From an optimization exercise on the open Yosys and OpenROAD flow, aimed at small area, a short achievable clock period and few clock cycles per item; shortcuts taken in it are not production practice. The RTL was checked by simulation tests, not by an equivalence proof against the original design.

==> flow/design.v, too long to show whole: its modules and the start of the top module <==
// module trilinear_interp_axis: 4239 lines
module trilinear_interp_axis (
    input  logic         clk,
    input  logic         rstn,
    input  logic         in_valid,
    output logic         in_ready,
    input  logic [7:0]   frac_r,
    input  logic [7:0]   frac_g,
    input  logic [7:0]   frac_b,
    input  logic         mode,
    input  logic [7:0]   in_user,
    input  logic [191:0] pt_nbr,
    output logic         out_valid,
    input  logic         out_ready,
    output logic [23:0]  out_pt,
    output logic [7:0]   out_user
);
  // ...
==> flow/run.sh <==
#!/bin/bash
# synth_recipe.tcl (not shown) runs the flow's synth.tcl, then flattens the netlist and writes it again
# the make line also repeats each setting of config.mk as NAME=value (left out here)
make -C /OpenROAD-flow-scripts/flow DESIGN_CONFIG=/design/flow/config.mk WORK_HOME=/design/flow/orfs CLKGATE_MAP_FILE= SYNTH_SCRIPT=/design/flow/synth_recipe.tcl finish
==> flow/config.mk <==
export PLATFORM = sky130hd
export DESIGN_NAME = trilinear_interp_axis
export DESIGN_NICKNAME = trilinear_interp_axis
export VERILOG_FILES = /design/flow/design.v
export SDC_FILE = /design/flow/constraint.sdc
export NUM_CORES = 4
export LEC_CHECK = 0
export ABC_CLOCK_PERIOD_IN_PS = 3700
export CAP_MARGIN = 20
export CORE_MARGIN = 2
export CORE_UTILIZATION = 40
export SETUP_SLACK_MARGIN = 2.3
export SLEW_MARGIN = 20
==> flow/constraint.sdc <==
create_clock -name core_clock -period 6.0 [get_ports {clk}]
set_input_delay 1.2000 -clock core_clock [delete_from_list [all_inputs] [get_ports {clk}]]
set_output_delay 1.2000 -clock core_clock [all_outputs]
set_load 0.01 [all_outputs]
==> flow_summary.toml, run 1 <==
[clocking]
clk_transition_reported_paths_ns = 0.06
post-cts-setup-buffers = 19
postCtsHoldBufs = 0

[logic_synthesis]
ys_seq_area_share_pct = 40.1
post_synth_num_cell_types = 65
yosys-mux-area-fraction_pct = 18.6
synth_commonest_cells = "1,251 x sky130_fd_sc_hd__edfxtp_1, 1,154 x sky130_fd_sc_hd__mux2_2, 1,008 x sky130_fd_sc_hd__fa_1, 900 x sky130_fd_sc_hd__inv_1, 540 x sky130_fd_sc_hd__ha_1"
yosysTopAreaCellShare_pct = 39.9
post_synthesis_cell_area_sq_um = 94200
gate_count_post_synth = 6871
ys.warnings.count = 1

[critical_path]
worstPathBufferInverterCount = 2
timing.critical_path.depth = 3
critical_path.max_stage_delay_ns = 0.50
worst_r2r_startpoint = "st4_q[14]$_DFFE_PP_"

[timing]
setup_violations = 0

[layout]
clkbuf_count = 179
fillerInstances = 21027
layout_common_cells = "1,251 x sky130_fd_sc_hd__edfxtp_1, 1,154 x sky130_fd_sc_hd__mux2_2, 1,008 x sky130_fd_sc_hd__fa_1, 899 x sky130_fd_sc_hd__inv_1, 540 x sky130_fd_sc_hd__ha_1"
drive_above_1_share_pct = 21.4
area.share.sequential_pct = 35.7
bufAreaShareNonClock_pct = 3.98

[floorplanning]
die_area_sq_um = 239000

[outcome]
outcome = "finished clean"

[grt]
met3_usage_pct = 3.88
Testbench counts, summed over its fixed seeds: cycles 16,048, items 16,000.
==> run 2, diff against run 1 <==
--- a/flow/config.mk
+++ b/flow/config.mk
@@ -7,3 +7,3 @@
 export LEC_CHECK = 0
-export ABC_CLOCK_PERIOD_IN_PS = 3700
+export ABC_CLOCK_PERIOD_IN_PS = 3400
 export CAP_MARGIN = 20
@@ -11,3 +11,3 @@
 export CORE_UTILIZATION = 40
-export SETUP_SLACK_MARGIN = 2.3
+export SETUP_SLACK_MARGIN = 2.6
 export SLEW_MARGIN = 20
==> run 2 against run 1 <==
- global-route usage rose by 0.71 points
- final area is 2.2% higher
- utilization up 0.97 points
- first-iteration DRC count increased by 2.5%
- still clean on timing, DRC and antenna
- via count grew 2.1%
- largest cell class unchanged
- register-to-register slack gained 0.26 ns
==> flow_summary.toml, run 2 <==
[timing]
final.setup.worst_slack_ns = 2.51
finalWorstPathRequiredPeriod_ns = 3.49
tightestPinTransition_ns = 1.23
timing.setup.tns_ns = 0
timing.max_slew.rel_slack_pct = 17.9
maximum_clock_skew_at_final_layout_ns = 0.0532
achievable-frequency_mhz = 286
post-route-period-util_pct = 58.2
setup_violations = 0
report.final.slew_viol_count = 0
report.final.hold_viol_count = 0
setup_repair_after_global_routing_missed_its_margin = "yes"

[grt]
grt_util_all_layers_pct = 20.4
first_global_vias = 58853
grt_max_degree = 177
antenna_found_initial = 39
first_pass_grt_wire_length_mm = 371
grt.overflow.total = 0

[clocking]
cts_made_buffers = 155
postCtsHoldBufs = 0
clk_path_buf_depth = 3
total_number_of_clock_tree_sinks = 1257
cts_tree = "built"
cts_root_buffer = "sky130_fd_sc_hd__clkbuf_16"
clock_tree.htree_level_count = 4
clk_transition_reported_paths_ns = 0.06
worstSkewPairLatency_ns = 0.82

[critical_path]
critical_path.max_stage_delay_ns = 0.60
path_cells = "buf_12 -> and2_4 -> a21oi_4 -> buf_12 -> buf_12 -> buf_12 -> buf_16 -> buf_4 -> mux2i_4 -> fa_2 -> fa_1 -> inv_2 -> fa_1"
worstSetupStartpointType = "input pin"
slowest_stage = "sky130_fd_sc_hd__fa_2"
most_repeated_library_cell_on_the_critical_path = "sky130_fd_sc_hd__buf_12"
worstPathBufferInverterCount = 7
setup.reg_to_reg.worst_slack_ns = 2.70
path_class = "input pin to flip-flop"
critical-path-top-delay-family = "adder cells"
critPathCaptureType = "flip-flop"
crit_path_max_fanout = 8
timing.critical_path.arrival_ns = 4.05
timing.critical_path.required_ns = 6.56

[floorplanning]
die_area_sq_um = 239000
start_util_pct = 40.1
i_o_pins = 263
chipWidth_um = 489
placeableCoreArea_sq_um = 235000
die_h_um = 489
num_rows = 178

[placement]
io_buffer_count = 262
gpl.final_weighted_congestion = 0.838
dp_hpwl_mm = 160
pre_cts_ws_ns = 0.850
placed_cell_area_sq_um = 100000

[layout]
final_common_cell = "sky130_fd_sc_hd__edfxtp_1"
layout_common_cells = "1,251 x sky130_fd_sc_hd__edfxtp_1, 1,087 x sky130_fd_sc_hd__mux2_2, 995 x sky130_fd_sc_hd__fa_1, 890 x sky130_fd_sc_hd__inv_1, 540 x sky130_fd_sc_hd__ha_1"
post-route-util_pct = 46.0
largest_register_ff_count = 530
largest_register = "st1_q"
top_regs = "st1_q x530, st3_q x311, st5_q x155"
layout.cell_area.non_filler_sq_um = 108000
synthToLayoutAreaGrowth_pct = 14.6
drive_above_1_share_pct = 23.4
final_nets = 8877

[logic_synthesis]
synth_area_in_simple_gates_pct = 2.58
synth_fp_nets = 8648
gate_count_post_synth = 6871
ys_seq_area_share_pct = 40.1
post_synthesis_cell_area_sq_um = 94200
yosys-mux-area-fraction_pct = 18.6
xor_xnor_share_of_the_synthesized_area_pct = 1.37
synth_commonest_cells = "1,251 x sky130_fd_sc_hd__edfxtp_1, 1,154 x sky130_fd_sc_hd__mux2_2, 1,008 x sky130_fd_sc_hd__fa_1, 900 x sky130_fd_sc_hd__inv_1, 540 x sky130_fd_sc_hd__ha_1"
ys.warnings.count = 1
synthMostInstantiatedCell = "sky130_fd_sc_hd__edfxtp_1"
predominant_post_synthesis_flop_cell = "sky130_fd_sc_hd__edfxtp_1"
synthAdderAreaFrac_pct = 28.6
synthesized_area_per_cell_sq_um = 13.7
synth_seq_cells = 1257
async_reset_ff_share_pct = 0.477
netlist.top_cell.by_area = "sky130_fd_sc_hd__edfxtp_1"
largest_family_of_logic_cells_by_synthesized_area = "adder cells"
synth_edf_count = 1251
synth_top_cells_by_area = "sky130_fd_sc_hd__edfxtp_1 40%, sky130_fd_sc_hd__fa_1 21%, sky130_fd_sc_hd__mux2_2 14%"
synthesized_area_fraction_occupied_by_ao_oa_aoi_and_oai_cells_pct = 3.31
yosysTopAreaCellShare_pct = 39.9
post_synth_num_cell_types = 65

[route]
route.top_layer_used = "met5"
detailedRoute.firstIterationViolations = 4114
detail_route.wl_per_cell_um = 23.7
met3_length_mm = 16.6
drt_first_pass_iters = 7
routed_wirelength_mm = 246
ant_nets = 0
avgViaCountPerCell = 5.32
m1WireLength_mm = 110
met2WireLength_mm = 112
drc_errors = 0
dr_total_vias = 55247

[job]
drv_cap = 0

[min_path]
worstHoldPathType = "flip-flop to flip-flop"

[outcome]
outcome = "finished clean"
## run 2: cell counts after synthesis
No cell type changed its count.
## run 2: cell families (layout without fill, tap and decap cells)
kind of cell	after synthesis	after routing
xor+xnor	147	147
other cells	0	9
flops	1257	1257
mux	1606	1606
simple gates	536	536
buf+inv	1310	1660
fa+ha+maj	1548	1548
compound gates	467	467
## run 2: repair_timing
action                                  CTS  global route
hold endpoints to repair                  0             0
gates cloned                             33             8
resized for setup                       108           132
buffers inserted                         78            32
pin swaps                                13            43
endpoints found under the setup margin  315           115
## run 2: area by class of cell
class	count	area, sq um
well taps	3150	3940
inverters	902	3400
clock inverters	99	958
multi-input cells	4304	51900
fillers	20757	127000
clock buffers	179	4010
repair buffers	480	5950
flip-flops and latches	1257	37700
diodes	9	22.5
## run 2: final timing paths
kind / startpoint / to / depth (start not counted)
hold / removal: st3_q[19]$_DFFE_PP_ / st4_q[10]$_DFFE_PP_ / 0
min in group asynchronous: rstn / v_q[1]$_DFFE_PN0P_ / 1
hold reg to reg: st3_q[19]$_DFFE_PP_ / st4_q[10]$_DFFE_PP_ / 0
setup / recovery: mode / st1_q[514]$_DFFE_PP_ / 13
max in group asynchronous: rstn / v_q[5]$_DFFE_PN0P_ / 1
setup reg to reg: st3_q[276]$_DFFE_PP_ / st4_q[74]$_DFFE_PP_ / 11
## run 2: stage by stage
stage          std cells  hold WS (ns)
2_1_floorplan       6871         0.400
4_1_cts            10331         0.386
5_1_grt            10372         0.400
6_report           10380         0.398
3_3_place_gp        9942         0.402
3_5_place_dp        9942         0.405
## run 2: worst reg2reg max path, cell delays in order (launching register included)
cell,delay (ns)
sky130_fd_sc_hd__edfxtp_1,0.31
sky130_fd_sc_hd__inv_1,0.05
sky130_fd_sc_hd__fa_1,0.53
sky130_fd_sc_hd__inv_1,0.04
sky130_fd_sc_hd__ha_1,0.29
sky130_fd_sc_hd__a21oi_1,0.14
sky130_fd_sc_hd__a21boi_0,0.19
sky130_fd_sc_hd__nor3_1,0.32
sky130_fd_sc_hd__o21ai_2,0.17
sky130_fd_sc_hd__a2111oi_1,0.62
sky130_fd_sc_hd__nor4_1,0.09
sky130_fd_sc_hd__a311o_1,0.30
## run 2: metal layers
layer,global-route usage (%),vias to the layer above
met2,32.0,1720
met4,6.58,48
met1,28.3,28611
li1,-,24379
met3,4.32,489
met5,0,-

## separate check: timing with driven ports
In the flow no input, the clock included, has a driving cell. The finished layouts below were timed again as built, in two steps. Step 1, drivers: a clkbuf_16 drives clk and a buf_2 each remaining input, both assumed. Step 2 adds t to the input delays and takes it off the output delays; t is the mean of the earliest and latest rising clock arrival at the registers after step 1. Input paths then give back, and output paths get back, about the clock's delay inside the block. a / b / c = ideal ports / drivers / drivers and shift; a / b = the first two.
run	t, ns	slack for setup (ns)	latest minus earliest clock arrival (ns)	slew at the worst register clock pin (ns)	worst data-port slew with drivers (ns)
run 1	0.897	2.350 / 2.322 / 1.534	0.062 / 0.062	0.06 / 0.06	0.14
run 2	0.900	2.508 / 2.537 / 1.637	0.066 / 0.066	0.06 / 0.06	0.17
After both steps every run listed still meets setup and hold. For run 2, which loses most, drivers alone change the setup slack by +0.029 ns; drivers and shift together by -0.871 ns.
